Context: an optimization exercise on an open-source flow, tuned for small area, a short achievable clock period and few clock cycles per item. The choices shown serve that exercise and are no tape-out recipe.
The RTL was checked by simulation tests, not by an equivalence proof against the original design.
Power is estimated from default activity; no workload was simulated. No driver is modelled on the clock port, so clocking that relies on it looks cheaper here than on a real chip.

// blur_top
module blur_top (
    input  logic               clk,
    input  logic               reset,
    input  logic               in_req,
    input  logic [12:0]        in_beat,
    output logic               in_ack,
    output logic               out_req,
    input  logic               out_ack,
    output logic [11:0]        out_pixel
);
    localparam int W     = 160;
    localparam int PW    = 3 * 4;
    localparam int CB    = 4;
    localparam int DEPTH = 2 * W;
    logic [1:0] cnt;
    logic acc;
    logic sv;
    logic hv;
    logic pop;
    logic take;
    logic load;
    logic [12:0] beat_q;
    assign pop  = out_req && out_ack;
    assign take = in_req && !in_ack && (!cnt[1] || pop);
    assign load = sv && (!hv || pop);
    always_ff @(posedge clk) begin
        beat_q <= in_beat;
    end
    always_ff @(posedge clk) begin
        if (reset) begin
            in_ack  <= 1'b0;
            acc     <= 1'b0;
            cnt     <= '0;
            sv      <= 1'b0;
            hv      <= 1'b0;
            out_req <= 1'b0;
        end else begin
            in_ack  <= in_req && (in_ack || !cnt[1] || pop);
            acc     <= take;
            case ({take, pop})
                2'b10:   cnt <= cnt + 1'b1;
                2'b01:   cnt <= cnt - 1'b1;
                default: cnt <= cnt;
            endcase
            sv      <= acc || (sv && !load);
            hv      <= load || (hv && !pop);
            out_req <= !out_ack && (out_req || hv);
        end
    end
    logic [8-1:0] row_cnt, row;
    logic [8-1:0] col_cnt, col;
    logic row_z, row_o, col_z, col_o;
    assign row = beat_q[12] ? '0 : row_cnt;
    assign col = beat_q[12] ? '0 : col_cnt;
    always_ff @(posedge clk) begin
  ...
Size in the first run: roughly 120000 um^2 of cells after synthesis.
clock: 10.0 ns
lec_check: 0
cap_margin: 20
core_margin: 2
core_utilization: 75
slew_margin: 20
standard.sh (not shown) runs the stock make flow with config.mk's settings and CLKGATE_MAP_FILE= SYNTH_SCRIPT=/design/flow/synth_recipe.tcl, a recipe that flattens the netlist after the stock synthesis.
==> flow/flow/run.sh <==
#!/bin/bash
# Standard layout with faster port buffers, a tighter setup repair target,
# and a shallower clock tree with larger sink clusters and no dummy loads.
set -euo pipefail
export BUFFER_PORTS_ARGS="-buffer_cell sky130_fd_sc_hd__buf_4"
export SETUP_SLACK_MARGIN=7.0
export ABC_CLOCK_PERIOD_IN_PS=3000
export CTS_ARGS="-sink_clustering_enable -repair_clock_nets -dont_use_dummy_load -sink_clustering_size 30 -sink_clustering_max_diameter 100 -buf_list sky130_fd_sc_hd__clkbuf_16"
bash standard.sh > standard.log 2>&1
Testbench counts at the start, summed over its fixed seeds: cycles 61,456, items 30,720.
==> next run, changes <==
==> flow/flow/run.sh (replaced) <==
#!/bin/bash
# Standard layout with faster port buffers, a tighter setup repair target,
# and a shallower clock tree with larger sink clusters and no dummy loads.
set -euo pipefail
export BUFFER_PORTS_ARGS="-buffer_cell sky130_fd_sc_hd__buf_4"
export SETUP_SLACK_MARGIN=6.9
export ABC_CLOCK_PERIOD_IN_PS=3000
export CTS_ARGS="-sink_clustering_enable -repair_clock_nets -dont_use_dummy_load -sink_clustering_size 28 -sink_clustering_max_diameter 70 -buf_list sky130_fd_sc_hd__clkbuf_16"
bash standard.sh > standard.log 2>&1
- CORE_UTILIZATION: 75 -> 80
=> This time the run died in detailed placement; synthesized area stays the same; synthesized cell count stays the same.

========
== main ==
Starting RTL as in the previous note.
Design blur_top, start of the top module:
module blur_top (
    input  logic               clk,
    input  logic               reset,
    input  logic               in_req,
    input  logic [12:0]        in_beat,
    output logic               in_ack,
    output logic               out_req,
    input  logic               out_ack,
    output logic [11:0]        out_pixel
);
==> flow/config.mk <==
export PLATFORM = sky130hd
export DESIGN_NAME = blur_top
export DESIGN_NICKNAME = blur_top
export VERILOG_FILES = /design/flow/design.v
export SDC_FILE = /design/flow/constraint.sdc
export NUM_CORES = 4
export LEC_CHECK = 0
export CAP_MARGIN = 20
export CORE_MARGIN = 2
export CORE_UTILIZATION = 75
export SLEW_MARGIN = 20
==> flow/constraint.sdc <==
create_clock -name core_clock -period 10.0 [get_ports {clk}]
set_input_delay 2.0000 -clock core_clock [delete_from_list [all_inputs] [get_ports {clk}]]
set_output_delay 2.0000 -clock core_clock [all_outputs]
set_load 0.01 [all_outputs]
==> flow/flow/run.sh <==
#!/bin/bash
# Standard layout with faster port buffers, a tighter setup repair target,
# and a shallower clock tree with larger sink clusters and no dummy loads.
set -euo pipefail
export BUFFER_PORTS_ARGS="-buffer_cell sky130_fd_sc_hd__buf_4"
export SETUP_SLACK_MARGIN=6.9
export ABC_CLOCK_PERIOD_IN_PS=3000
export CTS_ARGS="-sink_clustering_enable -repair_clock_nets -dont_use_dummy_load -sink_clustering_size 30 -sink_clustering_max_diameter 50 -buf_list sky130_fd_sc_hd__clkbuf_16"
bash standard.sh > standard.log 2>&1
main is listed as incomplete: the tool reported an error in global routing (5_1_grt) and the run ended there.
Testbench counts of main, summed over its fixed seeds: cycles 61,456, items 30,720.
Here is what was changed in the inputs of the feature branch compared with main.
- CORE_UTILIZATION: 75 -> 65
==> flow/flow/run.sh <==
#!/bin/bash
# Standard layout with faster port buffers, a tighter setup repair target,
# and a shallower clock tree with larger sink clusters and no dummy loads.
set -euo pipefail
export BUFFER_PORTS_ARGS="-buffer_cell sky130_fd_sc_hd__buf_4"
export SETUP_SLACK_MARGIN=7.0
export ABC_CLOCK_PERIOD_IN_PS=3000
export CTS_ARGS="-sink_clustering_enable -repair_clock_nets -dont_use_dummy_load -sink_clustering_size 30 -sink_clustering_max_diameter 100 -buf_list sky130_fd_sc_hd__clkbuf_16"
bash standard.sh > standard.log 2>&1
- The flow did not stop early for the feature branch: all stages ran, and the layout cleared the timing, design-rule and antenna checks.
- Horizontal die dimension, main and the feature branch, lower one = main.
- Compared with main, placed instance count in the feature branch increased by a few percent.
- On synthesized-area fraction occupied by ao, oa, aoi and oai cells, the feature branch tracks main almost exactly.
- On basic-gate share of the synthesized area counting and, or, nand and nor cells, main and the feature branch are basically level.
- Pre-CTS worst setup slack deteriorates in the feature branch relative to main.
- The count of standard-cell rows number comes out higher for the feature branch vs main.

========
run A:
blur_top, a different RTL version from the one above (not shown whole).
Size: ~4,300 cells after synthesis, ~4,000 flip-flops, about 31 I/O pins.
export LEC_CHECK = 0
export CAP_MARGIN = 20
export CORE_MARGIN = 2
export CORE_UTILIZATION = 45
export SLEW_MARGIN = 20
create_clock -name core_clock -period 10.0 [get_ports {clk}]
==> flow/flow/run.sh <==
#!/bin/bash
# Standard layout with faster port buffers, a tighter setup repair target,
# and a clock tree with larger sink clusters and no dummy loads.
set -euo pipefail
export BUFFER_PORTS_ARGS="-buffer_cell sky130_fd_sc_hd__buf_4"
export SETUP_SLACK_MARGIN=6.5
export ABC_CLOCK_PERIOD_IN_PS=3000
export CTS_ARGS="-sink_clustering_enable -repair_clock_nets -dont_use_dummy_load -sink_clustering_size 20 -sink_clustering_max_diameter 60"
bash standard.sh > standard.log 2>&1
Testbench counts of run A, summed over its fixed seeds: cycles 61,448, items 30,720.
Changes in run B relative to run A:
==> flow/run.sh (new file) <==
#!/bin/bash
# synth_recipe.tcl (not shown) runs the flow's synth.tcl, then flattens the netlist and writes it again
# the make line also repeats each setting of config.mk as NAME=value (left out here)
make -C /OpenROAD-flow-scripts/flow DESIGN_CONFIG=/design/flow/config.mk WORK_HOME=/design/flow/orfs CLKGATE_MAP_FILE= SYNTH_SCRIPT=/design/flow/synth_recipe.tcl finish
removed: flow/flow/run.sh
removed: flow/standard.sh
==> summary.txt <==
Run B has global-route total usage across every layer above what run A had. Re number of top-level design ports: no difference whatsoever between run B and run A. Run A → run B: worst IR drop on VDD went down, share of the core filled with cells in the final layout went up, clock skew went down. Delta (run B minus run A): sequential share of layout area lower; overall power +about 19%.
Inputs modified between run B and run C:
- CORE_UTILIZATION: 45 -> 65
==> flow/flow/run.sh (new file) <==
#!/bin/bash
# Standard layout with faster port buffers, a tighter setup repair target,
# and a shallower clock tree with larger sink clusters and no dummy loads.
set -euo pipefail
export BUFFER_PORTS_ARGS="-buffer_cell sky130_fd_sc_hd__buf_4"
export SETUP_SLACK_MARGIN=7.0
export ABC_CLOCK_PERIOD_IN_PS=3000
export CTS_ARGS="-sink_clustering_enable -repair_clock_nets -dont_use_dummy_load -sink_clustering_size 30 -sink_clustering_max_diameter 100 -buf_list sky130_fd_sc_hd__clkbuf_16"
bash standard.sh > standard.log 2>&1
==> flow/standard.sh (new file) <==
#!/bin/bash
# synth_recipe.tcl (not shown) runs the flow's synth.tcl, then flattens the netlist and writes it again
# the make line also repeats each setting of config.mk as NAME=value (left out here)
make -C /OpenROAD-flow-scripts/flow DESIGN_CONFIG=/design/flow/config.mk WORK_HOME=/design/flow/orfs CLKGATE_MAP_FILE= SYNTH_SCRIPT=/design/flow/synth_recipe.tcl "${@:-finish}"
removed: flow/run.sh
--- outcome ---
Relative to run B, run C improves time the worst path needs with I/O delays and setup.
Between run C and run B, the difference in fraction of cell area in non-clock buffers is negligible.
| maximum count of clock buffers along a single path | run C vs run B | 1 lower |
Global-route usage (lower): run B
In the flow results for run C and run B, the setup slack after placement is larger on run C.
Diff run B -> run C: worst hold margin has increased; least setup slack across all paths after layout has increased; initial core utilization has increased.
Compared with run B, run C instantiates a smaller number of standard cells.
Run C: standard cell core area about 30% below run B

========
== MS ==
Another version of the RTL of blur_top (not shown whole).
For scale: roughly 4500 cells after synthesis, ~31 I/O pins, ~120000 µm² of cells after synthesis.
==> flow/config.mk <==
export PLATFORM = sky130hd
export DESIGN_NAME = blur_top
export DESIGN_NICKNAME = blur_top
export VERILOG_FILES = /design/flow/design.v
export SDC_FILE = /design/flow/constraint.sdc
export NUM_CORES = 4
export LEC_CHECK = 0
export CAP_MARGIN = 20
export CORE_MARGIN = 2
export CORE_UTILIZATION = 45
export CTS_BUF_LIST = sky130_fd_sc_hd__clkbuf_4 sky130_fd_sc_hd__clkbuf_8
export SLEW_MARGIN = 20
==> flow/constraint.sdc <==
create_clock -name core_clock -period 10.0 [get_ports {clk}]
set_input_delay 2.0000 -clock core_clock [delete_from_list [all_inputs] [get_ports {clk}]]
set_output_delay 2.0000 -clock core_clock [all_outputs]
set_load 0.01 [all_outputs]
run.sh (not shown) runs the stock make flow with config.mk's settings and CLKGATE_MAP_FILE= SYNTH_SCRIPT=/design/flow/synth_recipe.tcl, a recipe that flattens the netlist after the stock synthesis.
Stock flow here: none of the scripts above is used.
Testbench counts of MS, summed over its fixed seeds: cycles 61,448, items 30,720.
Changes in JK relative to MS:
Settings: a deleted CTS_BUF_LIST that had been sky130_fd_sc_hd__clkbuf_4 sky130_fd_sc_hd__clkbuf_8.
Results
- Diff MS -> JK: multi-input combinational cell area held steady; global-route wire length before repair shrank by 2.8%; length of routed met2 wiring shrank by 3.3%; clock tree buffer count of the final layout shrank by 369.
- MS → JK: area added between synthesis and finish increased by 0.55 points relative to the old numbers; fraction of power consumed by combinational cells level; fraction of power spent switching nets decreased 0.98 points.

-- port drivers added, routing unchanged --
No port has a modelled driver above. Below, the same layouts with a new extraction and two added sets of constraints.
Step 1: set_driving_cell puts a clkbuf_16 on clk and a buf_2 on each other input, an assumption about the parent block.
Step 2 times the ports against the registers' clock, not the clock port: input delays grow and output delays shrink by t, the midpoint of the rising clock arrivals with the driver on.
a / b / c = no drivers / after step 1 / after step 2; a / b = the first two.
| run | shift t [ns] | setup WS [ns] | latest minus earliest clock arrival (ns) | worst data-port slew with drivers (ns) |
|---|---|---|---|---|
| the first run of note 1 | 0.835 | 6.790 / 6.711 / 6.479 | 0.075 / 0.076 | 0.15 |
| the feature branch | 0.873 | 6.729 / 6.645 / 6.523 | 0.072 / 0.072 | 0.21 |
| run A | 0.918 | 6.483 / 6.399 / 6.626 | 0.116 / 0.116 | 0.16 |
| run B | 0.944 | 5.877 / 5.793 / 6.157 | 0.055 / 0.054 | 0.15 |
| run C | 0.873 | 6.649 / 6.566 / 6.514 | 0.043 / 0.043 | 0.06 |
| MS | 1.046 | 4.863 / 4.863 / 4.863 | 0.056 / 0.056 | 0.13 |
| JK | 0.925 | 4.853 / 4.853 / 4.853 | 0.046 / 0.046 | 0.13 |
After both steps setup and hold are still met in every run listed. The setup slack of the first run of note 1, which loses most, moves by -0.079 ns with the drivers and by -0.311 ns with both steps.
